What follows belongs to an exercise in optimizing a design on an open flow for small area, a short achievable clock period and few clock cycles per item; a production flow would make more cautious choices. The RTL was checked by simulation tests, not by an equivalence proof against the original design. No activity file was given, so power comes from the tool's default toggle rates.

==> flow/design.v <==
package mpfb_pkg;
  localparam int DEF_SCREEN_WIDTH  = 128;
  localparam int DEF_SCREEN_HEIGHT = 64;
  localparam int CMD_W    = 3;
  localparam int X_W      = 7;
  localparam int Y_W      = 6;
  localparam int RECT_W_W = 8;
  localparam int RECT_H_W = 7;
  localparam int COLOR_W  = 2;
  localparam int BIDX_W   = 10;
  localparam int DATA_W   = 8;
  localparam int STATUS_W = 1;
  localparam int PAGE_ROWS = 8;
  localparam int ROW_SEL_W = 3;
  localparam logic [DATA_W-1:0] FILL_ONES = 8'hFF;
  typedef enum logic [CMD_W-1:0] {
    CMD_CLEAR = 3'd0,
    CMD_FILL  = 3'd1,
    CMD_PIXEL = 3'd2,
    CMD_HLINE = 3'd3,
    CMD_VLINE = 3'd4,
    CMD_RECT  = 3'd5,
    CMD_READ  = 3'd6
  } cmd_t;
  typedef enum logic [COLOR_W-1:0] {
    PEN_OFF  = 2'd0,
    PEN_ON   = 2'd1,
    PEN_FLIP = 2'd2
  } color_t;
  localparam logic [COLOR_W-1:0] PEN_NONE = 2'd3;
  typedef enum logic [2:0] {
    ST_SWEEP,
    ST_IDLE,
    ST_RD,
    ST_WR,
    ST_FIN
  } state_t;
endpackage
import mpfb_pkg::*;
module mono_page_framebuffer_draw_core #(
  parameter int SCREEN_WIDTH  = mpfb_pkg::DEF_SCREEN_WIDTH,
  parameter int SCREEN_HEIGHT = 32
) (
  input  logic                            clk,
  input  logic                            rst_n,
  input  logic                            in_valid,
  output logic                            in_ready,
  input  logic [mpfb_pkg::CMD_W-1:0]      in_command,
  input  logic [mpfb_pkg::X_W-1:0]        in_x_a,
  input  logic [mpfb_pkg::Y_W-1:0]        in_y_a,
  input  logic [mpfb_pkg::X_W-1:0]        in_x_b,
  input  logic [mpfb_pkg::Y_W-1:0]        in_y_b,
  input  logic [mpfb_pkg::RECT_W_W-1:0]   in_rect_w,
  input  logic [mpfb_pkg::RECT_H_W-1:0]   in_rect_h,
  input  logic [mpfb_pkg::COLOR_W-1:0]    in_color,
  input  logic [mpfb_pkg::BIDX_W-1:0]     in_byte_index,
  output logic                            out_valid,
  input  logic                            out_ready,
  output logic [mpfb_pkg::DATA_W-1:0]     out_read_data,
  output logic [mpfb_pkg::STATUS_W-1:0]   out_status
);
  localparam int PAGE_COUNT  = SCREEN_HEIGHT / PAGE_ROWS;    
  localparam int STORE_BYTES = SCREEN_WIDTH * PAGE_COUNT;    
  localparam int AW          = $clog2(STORE_BYTES);          
  localparam int CW          = $clog2(SCREEN_WIDTH);         
  localparam int RW          = $clog2(SCREEN_HEIGHT);        
  localparam int PW          = AW - CW;                      
  localparam int LIMIT       = 5;
  localparam int QD          = LIMIT - 1;
  localparam int NW          = $clog2(LIMIT + 1);
  logic in_fire, out_fire;
  logic in_ready_r;
  assign in_fire = in_valid && in_ready_r;
  logic [CW-1:0] n_xlo, n_xhi;
  logic [RW-1:0] n_ylo, n_yhi;
  logic          n_bad, n_wr, n_rd, n_clr, n_set;
  logic [8:0]    rx_end;
  logic [7:0]    ry_end;
  logic [COLOR_W-1:0] pen;
  always_comb begin
    rx_end = {2'b00, in_x_a} + {1'b0, in_rect_w} - 9'd1;
    ry_end = {2'b00, in_y_a} + {1'b0, in_rect_h} - 8'd1;
    n_xlo  = in_x_a;
    n_xhi  = in_x_a;
    n_ylo  = in_y_a[RW-1:0];
    n_yhi  = in_y_a[RW-1:0];
    n_bad  = 1'b0;
    n_wr   = 1'b0;
    n_rd   = 1'b0;
    pen    = in_color;
    unique case (in_command)
      CMD_CLEAR, CMD_FILL: begin
        n_xlo = '0;
        n_xhi = '1;
        n_ylo = '0;
        n_yhi = '1;
        n_wr  = 1'b1;
        pen   = (in_command == CMD_FILL) ? PEN_ON : PEN_OFF;
      end
      CMD_PIXEL: begin
        n_bad = in_y_a[5];
        n_wr  = 1'b1;
      end
      CMD_HLINE: begin
        if (in_x_a > in_x_b) n_xlo = in_x_b;
        else                 n_xhi = in_x_b;
        n_bad = in_y_a[5];
        n_wr  = 1'b1;
      end
      CMD_VLINE: begin
        if (in_y_a > in_y_b) n_ylo = in_y_b[RW-1:0];
        else                 n_yhi = in_y_b[RW-1:0];
        n_bad = in_y_a[5] || in_y_b[5];
        n_wr  = 1'b1;
      end
      CMD_RECT: begin
        n_xhi = rx_end[CW-1:0];
        n_yhi = ry_end[RW-1:0];
        n_bad = in_y_a[5] || ((in_rect_w != '0) && (rx_end >= 9'(SCREEN_WIDTH))) ||
                ((in_rect_h != '0) && (ry_end >= 8'(SCREEN_HEIGHT)));
        n_wr  = (in_rect_w != '0) && (in_rect_h != '0);
      end
      CMD_READ: begin
        n_xlo = in_byte_index[CW-1:0];
        n_xhi = in_byte_index[CW-1:0];
        n_bad = in_byte_index[9];
        n_rd  = !in_byte_index[9];
      end
      default: begin
      end
    endcase
    n_wr  = n_wr && !n_bad && (pen != PEN_NONE);
    n_clr = (pen == PEN_OFF) || (pen == PEN_FLIP);    
    n_set = (pen == PEN_ON)  || (pen == PEN_FLIP);    
  end
  logic          b_v, b_wr, b_rd, b_bad, b_clr, b_set;
  logic [CW-1:0] b_xlo, b_xhi;
  logic [RW-1:0] b_ylo, b_yhi;
  logic [PW-1:0] b_page;
  always_ff @(posedge clk) begin
    if (!rst_n) begin
      b_v   <= 1'b0;
      b_wr  <= 1'b1;
      b_rd  <= 1'b0;
      b_clr <= 1'b1;
      b_set <= 1'b0;
      b_xlo <= '0;
      b_xhi <= '1;
      b_ylo <= '0;
      b_yhi <= '1;
    end else begin
      b_v   <= in_fire;
      b_wr  <= in_fire && n_wr;
      b_rd  <= in_fire && n_rd;
      b_clr <= n_clr;
      b_set <= n_set;
      b_xlo <= n_xlo;
      b_xhi <= n_xhi;
      b_ylo <= n_ylo;
      b_yhi <= n_yhi;
    end
    b_bad  <= n_bad;
    b_page <= in_byte_index[AW-1:CW];
  end
  logic                     c_v, c_rd, c_bad;
  logic [PW-1:0]            c_page;
  logic [SCREEN_WIDTH-1:0]  c_col;
  logic [SCREEN_HEIGHT-1:0] c_rclr, c_rset;
  always_ff @(posedge clk) begin
    for (int x = 0; x < SCREEN_WIDTH; x++) begin
      c_col[x] <= (CW'(x) >= b_xlo) && (CW'(x) <= b_xhi);
    end
    for (int y = 0; y < SCREEN_HEIGHT; y++) begin
      c_rclr[y] <= b_wr && b_clr && (RW'(y) >= b_ylo) && (RW'(y) <= b_yhi);
      c_rset[y] <= b_wr && b_set && (RW'(y) >= b_ylo) && (RW'(y) <= b_yhi);
    end
    c_v    <= b_v && rst_n;
    c_rd   <= b_rd;
    c_bad  <= b_bad;
    c_page <= b_page;
  end
  logic [SCREEN_WIDTH-1:0] fb [SCREEN_HEIGHT];
  always_ff @(posedge clk) begin
    for (int y = 0; y < SCREEN_HEIGHT; y++) begin
      fb[y] <= (fb[y] | (c_col & {SCREEN_WIDTH{c_rset[y]}})) &
               ~(fb[y] & c_col & {SCREEN_WIDTH{c_rclr[y]}});
    end
  end
  logic                     d_v, d_rd, d_bad;
  logic [PW-1:0]            d_page;
  logic [SCREEN_HEIGHT-1:0] d_row;
  always_ff @(posedge clk) begin
    for (int y = 0; y < SCREEN_HEIGHT; y++) begin
      d_row[y] <= |(fb[y] & c_col);
    end
    d_v    <= c_v && rst_n;
    d_rd   <= c_rd;
    d_bad  <= c_bad;
    d_page <= c_page;
  end
  logic [DATA_W-1:0] d_data;
  always_comb begin
    for (int r = 0; r < PAGE_ROWS; r++) begin
      d_data[r] = d_rd && d_row[{d_page, 3'(r)}];
    end
  end
  logic              o_v;
  logic [DATA_W-1:0] o_data;
  logic              o_st;
  logic [DATA_W:0]   q_d [QD];
  logic [$clog2(QD+1)-1:0] q_n;
  logic [NW-1:0]     cnt, cnt_nxt;
  logic              o_free, q_pop, q_push;
  assign out_fire = o_v && out_ready;
  assign o_free   = !o_v || out_ready;
  assign q_pop    = o_free && (q_n != '0);
  assign q_push   = d_v && !(o_free && (q_n == '0));
  assign cnt_nxt  = cnt + (in_fire ? 1'b1 : 1'b0) - (out_fire ? 1'b1 : 1'b0);
  always_ff @(posedge clk) begin
    if (!rst_n) begin
      o_v        <= 1'b0;
      q_n        <= '0;
      cnt        <= '0;
      in_ready_r <= 1'b1;
    end else begin
      if (o_free) o_v <= (q_n != '0) || d_v;
      q_n        <= q_n + (q_push ? 1'b1 : 1'b0) - (q_pop ? 1'b1 : 1'b0);
      cnt        <= cnt_nxt;
      in_ready_r <= cnt_nxt < NW'(LIMIT);
    end
    if (o_free) begin
      if (q_n != '0) {o_st, o_data} <= q_d[0];
      else           {o_st, o_data} <= {d_bad, d_data};
    end
    for (int i = 0; i < QD; i++) begin
      if (q_push && (int'(q_n) - (q_pop ? 1 : 0) == i)) begin
        q_d[i] <= {d_bad, d_data};
      end else if (q_pop && i + 1 < QD) begin
        q_d[i] <= q_d[i + 1];
      end
    end
  end
  assign in_ready      = in_ready_r;
  assign out_valid     = o_v;
  assign out_read_data = o_data;
  assign out_status    = o_st;
endmodule
==> flow/run.sh <==
#!/bin/bash
# synth_recipe.tcl (not shown) runs the flow's synth.tcl, then flattens the netlist and writes it again
# the make line also repeats each setting of config.mk as NAME=value (left out here)
make -C /OpenROAD-flow-scripts/flow DESIGN_CONFIG=/design/flow/config.mk WORK_HOME=/design/flow/orfs CLKGATE_MAP_FILE= SYNTH_SCRIPT=/design/flow/synth_recipe.tcl finish
==> flow/config.mk <==
export PLATFORM = sky130hd
export DESIGN_NAME = mono_page_framebuffer_draw_core
export DESIGN_NICKNAME = mono_page_framebuffer_draw_core
export VERILOG_FILES = /design/flow/design.v
export SDC_FILE = /design/flow/constraint.sdc
export NUM_CORES = 4
export LEC_CHECK = 0
export CAP_MARGIN = 20
export CORE_MARGIN = 2
export CORE_UTILIZATION = 50
export PLACE_DENSITY = 0.62
export SETUP_SLACK_MARGIN = 4.5
export SLEW_MARGIN = 20
==> flow/constraint.sdc <==
create_clock -name core_clock -period 8.0 [get_ports {clk}]
set_input_delay 1.6000 -clock core_clock [delete_from_list [all_inputs] [get_ports {clk}]]
set_output_delay 1.6000 -clock core_clock [all_outputs]
set_load 0.01 [all_outputs]
==> impl_metrics.tcl, run 1 <==
set metrics [dict create \
    final_hold_viol_count 0 \
    yosysMostFrequentCell "dfxtp_1" \
    status "finished clean" \
    gp_congestion 0.997 \
    antenna_found_initial 28 \
    rrSetupSlack_ns 4.79 \
    die_y_um 587 \
    wire_per_inst_um 25.5 \
    peakVddDrop_mv 0.229 \
    cp-start-kind "input port" \
    coreArea_mm2 0.339 \
    cp-startpoint "in_rect_w[1]" \
    final.setup_skew_ns 0.0367 \
    crit_arrival_ns 4.28 \
    max-cap-violations 0 \
    ys.flop_type "dfxtp_1" \
    grt_overflow 0 \
    drv_slew 0 \
    fin_nets 17200 \
    rr_endpoint "d_row[27]" \
    seq_area_mm2 0.0896 \
    hold_buffers 0 \
    worst_pin_slew_ns 1.28 \
    hold_class "register to register" \
    synth_cell_types 77 \
    yosysWarnings 3 \
    drive_above_1_share 0.0821 \
    post_synth_instance_area_mm2 0.170 \
    r2r_start "c_col[83]" \
    num_rows 214 \
    hold_ws_ns 0.327 \
    r2r_cells 6 \
    dieArea_mm2 0.344 \
    ys_ff_latch 4415 \
    tritoncts "yes" \
    multi_input_area_mm2 0.0725 \
    clk_latency_ns 0.99 \
    finalWorstSetupSlack_ns 4.59 \
    grt_pass1_vias 126000 \
    clk_pin_slew_worst_paths_ns 0.06 \
    viasPerCell 6.73 \
    fin_crit_sh 0.426 \
    clockBufferDepth 4 \
    cts-htree-levels 5 \
    synth.avg_cell_area_um2 9.13 \
    synth_async_sr_flop_share 0 \
    fmax_mhz 293 \
    rsz0062_at_grt "false" \
    cp_max_fo 3 \
    initialDrtViolationCount 18000 \
    finalWirelength_mm 561 \
    synth_area_leaders "dfxtp_1 51%, a31oi_1 15%, a21oi_1 12%" \
    die_x_um 587 \
    tns_ns 0 \
    worst-endpoint-required_ns 8.87 \
    num_vias 148000 \
    synthCells 18600 \
    synth_largest_area_cell "dfxtp_1" \
    numClockSinks 4415 \
    firstDrtPassIters 6 \
    dpl_worst_slack_ns 3.20 \
    synthTopCellsByCount "4,370 x dfxtp_1, 4,184 x a21oi_1, 4,100 x a31oi_1, 1,945 x clkbuf_1, 1,416 x a22oi_1" \
    p_leak_nw 67.7 \
    synth_nets 18700 \
    final_core_util 0.551 \
    p_per_area_mw_per_mm2 459 \
    cp-endpoint "b_bad" \
    grt_usage 0.308 \
    fillers 30200 \
    numCtsBuffers 460 \
    worstSetupPathType "input port to register" \
    p_total_mw 85.8 \
    maxSlewHeadroom 0.140 \
    cts_root_buf "clkbuf_16" \
    dp_hpwl_mm 339 \
    setup-violations-final 0 \
    final_antenna_net_count 0 \
    initial_core_util 0.501 \
    numPortBuffers 70 \
    areaGrowthSynthToFinish_pct 9.89 \
    grt_max_degree 71 \
    end_kind "register" \
    fin_crit_ns 3.41 \
    synth_seq_area_share 0.523 \
    synth.top_cell.area_share 0.515 \
    drt_drc_violations_left 0 \
    ios 71 \
    synth_edf_count 45 \
    grt_pass1_wl_mm 824 \
]
## cell usage in the layout (no fill, tap or decap), types with 29 or more instances in the layout
cell and n:
clkbuf_8 100, a22o_1 320, a221oi_1 350, bufinv_16 36, clkbuf_1 111, a22oi_1 1416, nor2_1 135, inv_1 78
nand3_1 210, ha_1 42, a31oi_1 4100, nor3_1 45, clkdlybuf4s50_1 51, a21oi_1 4183, edfxtp_1 45, nor4_2 72
clkbuf_16 472, clkinv_2 96, o21ai_0 57, dfxtp_1 4172, dfxtp_4 192, buf_4 308, nand4_1 337, and2_1 29
nand2_1 65, a211oi_1 55
## worst min path at each step
stage              start        end  slack (ns)  cells past startpoint
2_1_floorplan      b_bad      c_bad        0.31                      0
3_3_place_gp       c_bad      d_bad        0.31                      0
3_5_place_dp   c_page[0]  d_page[0]        0.31                      0
4_1_cts        c_page[0]  d_page[0]        0.33                      0
5_1_grt        c_page[1]  d_page[1]        0.34                      0
6_report       c_page[0]  d_page[0]        0.33                      0
## final cells by class
| type | instances | share of cell area |
|---|---|---|
| Antenna cell | 13 | 0.000174 |
| Clock buffer | 683 | 0.0729 |
| Clock inverter | 173 | 0.0106 |
| Inverter | 86 | 0.00177 |
| Multi-Input combinational cell | 11700 | 0.388 |
| Sequential cell | 4415 | 0.480 |
| Tap cell | 4536 | 0.0304 |
| Timing Repair Buffer | 380 | 0.0163 |
## layer usage
metal	vias up	share of wire	track usage	wire [um]
met3	890	0.080	0.0415	44800
met2	5729	0.44	0.480	245000
met4	16	0.038	0.110	21300
met5	-	0.00017	0	96
li1	70100	-	-	-
met1	71300	0.45	0.436	250000
## critical path: stages
cell and delay [ns]:
clkdlybuf4s50_1 0.53, inv_4 0.05, ha_4 0.26, inv_2 0.04
ha_4 0.15, fa_2 0.38, a211oi_2 0.20, nor2_1 0.10
mux2_4 0.31, o31ai_2 0.21, a21oi_2 0.14, or3_1 0.32
## where the power goes
group | leakage (nW) | internal [mW] | switching [mW] | total, mW
combinational | 22.7 | 9.82 | 10.3 | 20.2
sequential | 37.3 | 33.3 | 10.3 | 43.6
clock | 7.71 | 12.9 | 9.11 | 22.0
total | 67.7 | 56.0 | 29.7 | 85.8
## stage by stage
step	instances	instance area, um^2
after floorplan	18600	170000
after global placement	21100	171000
after detailed placement	21100	171000
after CTS	22000	187000
after global routing	22000	187000
final	22000	187000
## cell families after synthesis
group | count (synthesis) | share of synthesized area
AO/OA/AOI/OAI | 10600 | 0.380
flip-flops | 4415 | 0.523
buffers and inverters | 2475 | 0.0552
AND/OR/NAND/NOR | 1029 | 0.0331
multiplexers | 58 | 0.00430
adder cells (fa/ha/maj) | 52 | 0.00401
XOR/XNOR | 10 | 0.000515
## sequential cells by signal, indices dropped and copies added (netlist names), 2 cells and up
name	flops
b_page	2
o_data	8
fb	4096
q_n	3
b_xhi	7
c_rset	32
b_ylo	5
b_yhi	5
c_page	2
d_page	2
b_xlo	7
cnt	3
c_col	128
q_d	36
c_rclr	32
d_row	32
## timing repair
item | 4_1_cts | 5_1_grt
buffers inserted | 1 | 0
gates resized for setup | 16 | 8
setup endpoints to repair | 30 | 2
pin swaps | 1 | 1
endpoints found under the hold margin | 0 | 0
Testbench counts, summed over its fixed seeds: cycles 2,432, items 2,400.
==> run 2, diff against run 1 <==
--- a/flow/config.mk
+++ b/flow/config.mk
@@ -10,2 +10,3 @@
 export CORE_UTILIZATION = 50
+export CTS_BUF_LIST = sky130_fd_sc_hd__clkbuf_8
 export PLACE_DENSITY = 0.62
==> impl_metrics.tcl, run 2 <==
set metrics [dict create \
    status "finished clean" \
    antenna_found_initial 25 \
    fillers 30600 \
    pwr-share-clk 0.237 \
    fin_crit_ns 3.41 \
    dp_hpwl_mm 339 \
    die_y_um 587 \
    numClockSinks 4415 \
    hold_class "register to register" \
    hp-start "c_page[0]" \
    fin_crit_sh 0.427 \
    cts_root_buf "clkbuf_8" \
    dpl_worst_slack_ns 3.20 \
    initial_core_util 0.501 \
    layout_commonest_cell "a21oi_1" \
    critPathMaxStageDelay_ns 0.43 \
    clockBufferDepth 4 \
    instances_no_fill 22400 \
    r2r_start "c_col[83]" \
    p_sw_mw 29.9 \
    grtUsageMet2 0.480 \
    synth_nets 18700 \
    max-cap-violations 0 \
    top_regs "fb (4096), c_col (128), q_d (36)" \
    firstDrtPassIters 6 \
    cp-startpoint "o_data[5]" \
    cp_max_fo 1 \
    hold_ws_ns 0.328 \
    use_met1 0.438 \
    num_vias 149000 \
    crit_buf_inv 1 \
    tritoncts "yes" \
    tns_ns 0 \
    initialDrtViolationCount 18100 \
    worst_pin_slew_ns 1.25 \
    ios 71 \
    grt_max_degree 71 \
    power_frac_seq 0.522 \
    drive_above_1_share 0.0972 \
    finalWorstSetupSlack_ns 4.59 \
    end_kind "output port" \
    grtUsageMet3 0.0454 \
    synthCells 18600 \
    worst-endpoint-required_ns 6.40 \
    synth_area_leaders "dfxtp_1 51%, a31oi_1 15%, a21oi_1 12%" \
    design_area_mm2 0.186 \
    p_per_area_mw_per_mm2 450 \
    hold_buffers 0 \
    critical_path.cell_chain "buf_2" \
    synth_largest_area_cell "dfxtp_1" \
    synth_cell_types 77 \
    gp_congestion 0.997 \
    peakVddDrop_mv 0.232 \
    p_leak_nw 68.3 \
    post_synth_instance_area_mm2 0.170 \
    wire_per_inst_um 25.2 \
    setup-violations-final 0 \
    multi_input_area_mm2 0.0725 \
    areaGrowthSynthToFinish_pct 9.20 \
    regMostFlops "fb" \
    place_area_mm2 0.171 \
    ys_ff_latch 4415 \
    final.setup_skew_ns 0.0860 \
    synth.avg_cell_area_um2 9.13 \
    synth_async_sr_flop_share 0 \
    numCtsBuffers 716 \
    synthTopCellsByCount "4,370 x dfxtp_1, 4,184 x a21oi_1, 4,100 x a31oi_1, 1,945 x clkbuf_1, 1,416 x a22oi_1" \
    seq_area_mm2 0.0896 \
    ys.flop_type "dfxtp_1" \
    final_hold_viol_count 0 \
    clk_latency_ns 1.28 \
    finalWirelength_mm 564 \
    drv_slew 0 \
    grt_pass1_vias 128000 \
    grt_usage 0.310 \
    die_x_um 587 \
    synth.top_cell.area_share 0.515 \
    clk_pin_slew_worst_paths_ns 0.06 \
    coreArea_mm2 0.339 \
    synth_edf_count 45 \
    fin_nets 17400 \
    yosysMostFrequentCell "dfxtp_1" \
    dieArea_mm2 0.344 \
    drt_drc_violations_left 0 \
    cts-htree-levels 6 \
    num_rows 214 \
    numPortBuffers 70 \
    grt_overflow 0 \
    crit_arrival_ns 1.81 \
    cts_setup_buffers 0 \
    post-place-cells 21100 \
    worstSetupPathType "register to output port" \
    yosysWarnings 3 \
    crit_family "flip-flops" \
    rsz0062_at_grt "false" \
    viasPerCell 6.65 \
    mostFrequentLayoutCells "4,184 x a21oi_1, 4,172 x dfxtp_1, 4,100 x a31oi_1" \
    pwr-share-comb 0.241 \
    final_antenna_net_count 0 \
    synth_seq_area_share 0.523 \
    largest_reg_flops 4096 \
    fmax_mhz 293 \
    busiest_layer "met2" \
    grt_pass1_wl_mm 829 \
    cp-start-kind "register" \
    maxSlewHeadroom 0.157 \
    internal_power_mw 53.6 \
    swShare 0.358 \
    critPathSlowestCell "edfxtp_1" \
]
[run 2: cell counts after synthesis]
No cell type changed its count.
[run 2: worst paths after layout]
check	slack, ns	end	depth (start not counted)
setup / recovery	4.59	out_read_data[5]	1
hold / removal	0.33	d_page[0]	0
setup reg to reg	4.74	d_row[27]	6
hold reg to reg	0.33	d_page[0]	0
[run 2: stage by stage]
stage / power [mW] / util
after detailed placement: 63.6 / 0.505
final: 83.5 / 0.547
after global routing: 89.1 / 0.547
after floorplan: 57.5 / -
after global placement: 62.8 / 0.505
after CTS: 83.4 / 0.547
[run 2: final cells by class]
cell class / count / share of cell area
Timing Repair Buffer: 379 / 0.0161
Multi-Input combinational cell: 11700 / 0.391
Tap cell: 4536 / 0.0306
Inverter: 86 / 0.00178
Clock inverter: 380 / 0.0113
Clock buffer: 901 / 0.0668
Sequential cell: 4415 / 0.483
Antenna cell: 7 / 0.0000944
[run 2: timing repair]
item / 4_1_cts / 5_1_grt
endpoints found under the setup margin: 11 / 19
cloned: 0 / 0
resized for setup: 43 / 2
pin swaps: 0 / 0
[run 2: per-layer routing]
layer,vias to the layer above,routed length (um)
met4,24,20600
li1,70700,-
met5,-,142
met1,71700,251000
met2,5882,246000
met3,913,46500
[run 2: logic make-up (layout without fill, tap and decap cells)]
| kind of cell | after synthesis | count (layout) | synth area share |
|---|---|---|---|
| buffers and inverters | 2475 | 1746 | 0.0552 |
| other | 0 | 7 | 0 |
| DFF | 4415 | 4415 | 0.523 |
| xor gates and xnor gates | 10 | 10 | 0.000515 |
| and+or+nand+nor | 1029 | 1029 | 0.0331 |
| adders and majority gates | 52 | 52 | 0.00401 |
| AOI/OAI and AO/OA | 10600 | 10600 | 0.380 |
| muxes | 58 | 58 | 0.00430 |
[run 2: power groups by stage]
stage,Sequential (mW),Combinational [mW],Clock (mW)
after floorplan,39.6,17.9,0
after global placement,43.4,19.5,0
after detailed placement,43.4,20.2,0
after CTS,43.3,20.0,20.1
after global routing,45.1,23.0,21.0
final,43.6,20.1,19.8
==> run 3, diff against run 2 <==
--- a/flow/config.mk
+++ b/flow/config.mk
@@ -12,3 +12,3 @@
 export PLACE_DENSITY = 0.62
-export SETUP_SLACK_MARGIN = 4.5
+export SETUP_SLACK_MARGIN = 5
 export SLEW_MARGIN = 20
==> impl_metrics.tcl, run 3 <==
set metrics [dict create \
    critPathMaxStageDelay_ns 0.43 \
    dp_hpwl_mm 341 \
    worstSetupPathType "register to output port" \
    fin_nets 17500 \
    p_leak_nw 68.8 \
    regMostFlops "fb" \
    die_y_um 587 \
    synth_largest_area_cell "dfxtp_1" \
    rrSetupSlack_ns 5.01 \
    final_antenna_net_count 0 \
    firstDrtPassIters 6 \
    hold_class "register to register" \
    die_x_um 587 \
    largest_reg_flops 4096 \
    r2r_cells 6 \
    cp-startpoint "o_st" \
    drive_above_1_share 0.101 \
    crit_cells 1 \
    synth_nets 18700 \
    final_core_util 0.550 \
    grt_usage 0.308 \
    ys.flop_type "dfxtp_1" \
    crit_buf_inv 1 \
    setup-violations-final 0 \
    dieArea_mm2 0.344 \
    gp_congestion 0.972 \
    peakVddDrop_mv 0.211 \
    final_hold_viol_count 0 \
    synthTopCellsByCount "4,370 x dfxtp_1, 4,184 x a21oi_1, 4,100 x a31oi_1, 1,945 x clkbuf_1, 1,416 x a22oi_1" \
    status "finished clean" \
    synth_seq_area_share 0.523 \
    yosysMostFrequentCell "dfxtp_1" \
    synth_async_sr_flop_share 0 \
    grt_overflow 0 \
    ys_ff_latch 4415 \
    layout_commonest_cell "a21oi_1" \
    post_synth_instance_area_mm2 0.170 \
    tritoncts "yes" \
    ios 71 \
    grt_max_degree 81 \
    synth_cell_types 77 \
    crit_arrival_ns 1.81 \
    clk_latency_ns 1.28 \
    synth.top_cell.area_share 0.515 \
    maxSlewHeadroom 0.217 \
    areaGrowthSynthToFinish_pct 9.71 \
    critical_path.cell_chain "buf_2" \
    end_kind "output port" \
    synth_area_leaders "dfxtp_1 51%, a31oi_1 15%, a21oi_1 12%" \
    fin_crit_ns 3.41 \
    hold_buffers 0 \
    cts-htree-levels 6 \
    worst_pin_slew_ns 1.17 \
    clockBufferDepth 4 \
    drt_drc_violations_left 0 \
    wire_per_inst_um 25.0 \
    rr_endpoint "d_row[3]" \
    cp-endpoint "out_status[0]" \
    coreArea_mm2 0.339 \
    synth.avg_cell_area_um2 9.13 \
    critPathSlowestCell "edfxtp_1" \
    viasPerCell 6.64 \
    num_vias 149000 \
    numCtsBuffers 717 \
    synth_edf_count 45 \
    mostFrequentLayoutCells "4,180 x a21oi_1, 4,170 x dfxtp_1, 4,100 x a31oi_1" \
    finalWirelength_mm 562 \
    cp-start-kind "register" \
    rsz0062_at_grt "true" \
    crit_family "flip-flops" \
    num_rows 214 \
    top_regs "fb (4096), c_col (128), q_d (36)" \
    yosysWarnings 3 \
    numPortBuffers 70 \
    fin_crit_sh 0.426 \
    synthCells 18600 \
    antenna_found_initial 36 \
    fmax_mhz 293 \
    tns_ns 0 \
    cts_root_buf "clkbuf_8" \
    final.setup_skew_ns 0.0975 \
    r2r_start "c_col[88]" \
    initial_core_util 0.501 \
    numClockSinks 4415 \
    cp_max_fo 1 \
    clk_pin_slew_worst_paths_ns 0.06 \
    initialDrtViolationCount 18700 \
    worst-endpoint-required_ns 6.40 \
    p_per_area_mw_per_mm2 449 \
    grt_pass1_wl_mm 827 \
    drv_slew 0 \
    grt_pass1_vias 128000 \
    max-cap-violations 0 \
]
[run 3: cell counts after synthesis]
Identical to the previous run, type by type.
[run 3: kinds of logic after synthesis]
logic type / share of synthesized area
AO/OA/AOI/OAI: 0.380
XOR/XNOR: 0.000515
adder cells (fa/ha/maj): 0.00401
buffers and inverters: 0.0552
flip-flops: 0.523
multiplexers: 0.00430
AND/OR/NAND/NOR: 0.0331
[run 3: power by group]
group / switching (mW) / internal (mW)
combinational: 10.6 / 9.89
clock: 9.37 / 10.4
sequential: 10.1 / 33.3
[run 3: layout make-up]
type,count,area [um^2]
clock buffers,913,12600
flip-flops and latches,4415,89600
clock inverters,377,1940
fillers,30600,153000
diodes,13,32.5
inverters,86,368
well taps,4536,5680
multi-input cells,11700,72900
repair buffers,407,3390
[run 3: per-stage QoR]
stage | cell area [um^2] | std cells | setup slack, ns | power [mW] | hold slack, ns
final | 186000 | 22500 | 4.59 | 83.7 | 0.328
after global routing | 186000 | 22500 | 4.54 | 89.3 | 0.341
after CTS | 186000 | 22400 | 4.49 | 83.4 | 0.325
after detailed placement | 171000 | 21100 | 3.19 | 63.7 | 0.312
after global placement | 171000 | 21100 | 3.25 | 62.9 | 0.313
after floorplan | 170000 | 18600 | 4.35 | 57.5 | 0.310
[run 3: worst register-to-register path, stage by stage, from the launching register on]
cell and delay, ns:
dfxtp_4 0.45, buf_4 0.32, buf_4 0.34, a221oi_1 0.39
nand3_1 0.17, nor4_4 0.91, nand4_1 0.16
[run 3: what timing repair did]
action,in CTS,in global routing
buffers inserted,3,13
setup endpoints to repair,60,68
cloned,0,1
pin swaps,6,27
resized for setup,79,95
[run 3: per-layer routing]
metal / GRT usage / up-vias / part of all wire / wire, um
li1: - / 70800 / - / -
met1: 0.432 / 71700 / 0.44 / 249000
met2: 0.480 / 5815 / 0.44 / 247000
met4: 0.110 / 20 / 0.036 / 20000
met5: 0 / - / 0.00024 / 133
met3: 0.0476 / 893 / 0.081 / 45700
[run 3: worst min path at each step]
stage,endpoint,startpoint,cells after the start,slack [ns]
finish,d_rd,c_rd,0,0.33
global route,d_rd,c_rd,0,0.34
CTS,d_bad,c_bad,0,0.33
detailed placement,d_bad,c_bad,0,0.31
global placement,d_page[0],c_page[0],0,0.31
floorplan,c_bad,b_bad,0,0.31

-- afterwards: timing with drivers on the ports --
No port has a modelled driver above. Below, the same layouts with a new extraction and two added sets of constraints.
Step 1: set_driving_cell puts a clkbuf_16 on clk and a buf_2 on each other input, an assumption about the parent block.
Step 2 adds t to the input delays and takes it off the output delays; t is the mean of the earliest and latest rising clock arrival at the registers after step 1. Input paths then give back, and output paths get back, about the clock's delay inside the block.
Three values: ideal ports, drivers, drivers and shift; two values: the first two.
| run | t, ns | setup slack, ns | latest minus earliest clock arrival (ns) | pins driven straight from the clock port |
|---|---|---|---|---|
| run 1 | 1.084 | 4.590 / 4.560 / 3.582 | 0.041 / 0.040 | 1 |
| run 2 | 1.341 | 4.586 / 4.482 / 3.353 | 0.086 / 0.087 | 1 |
| run 3 | 1.336 | 4.591 / 4.489 / 3.760 | 0.098 / 0.098 | 1 |
After both steps every run listed still meets setup and hold. For run 2, which loses most, drivers alone change the setup slack by -0.104 ns; drivers and shift together by -1.233 ns.
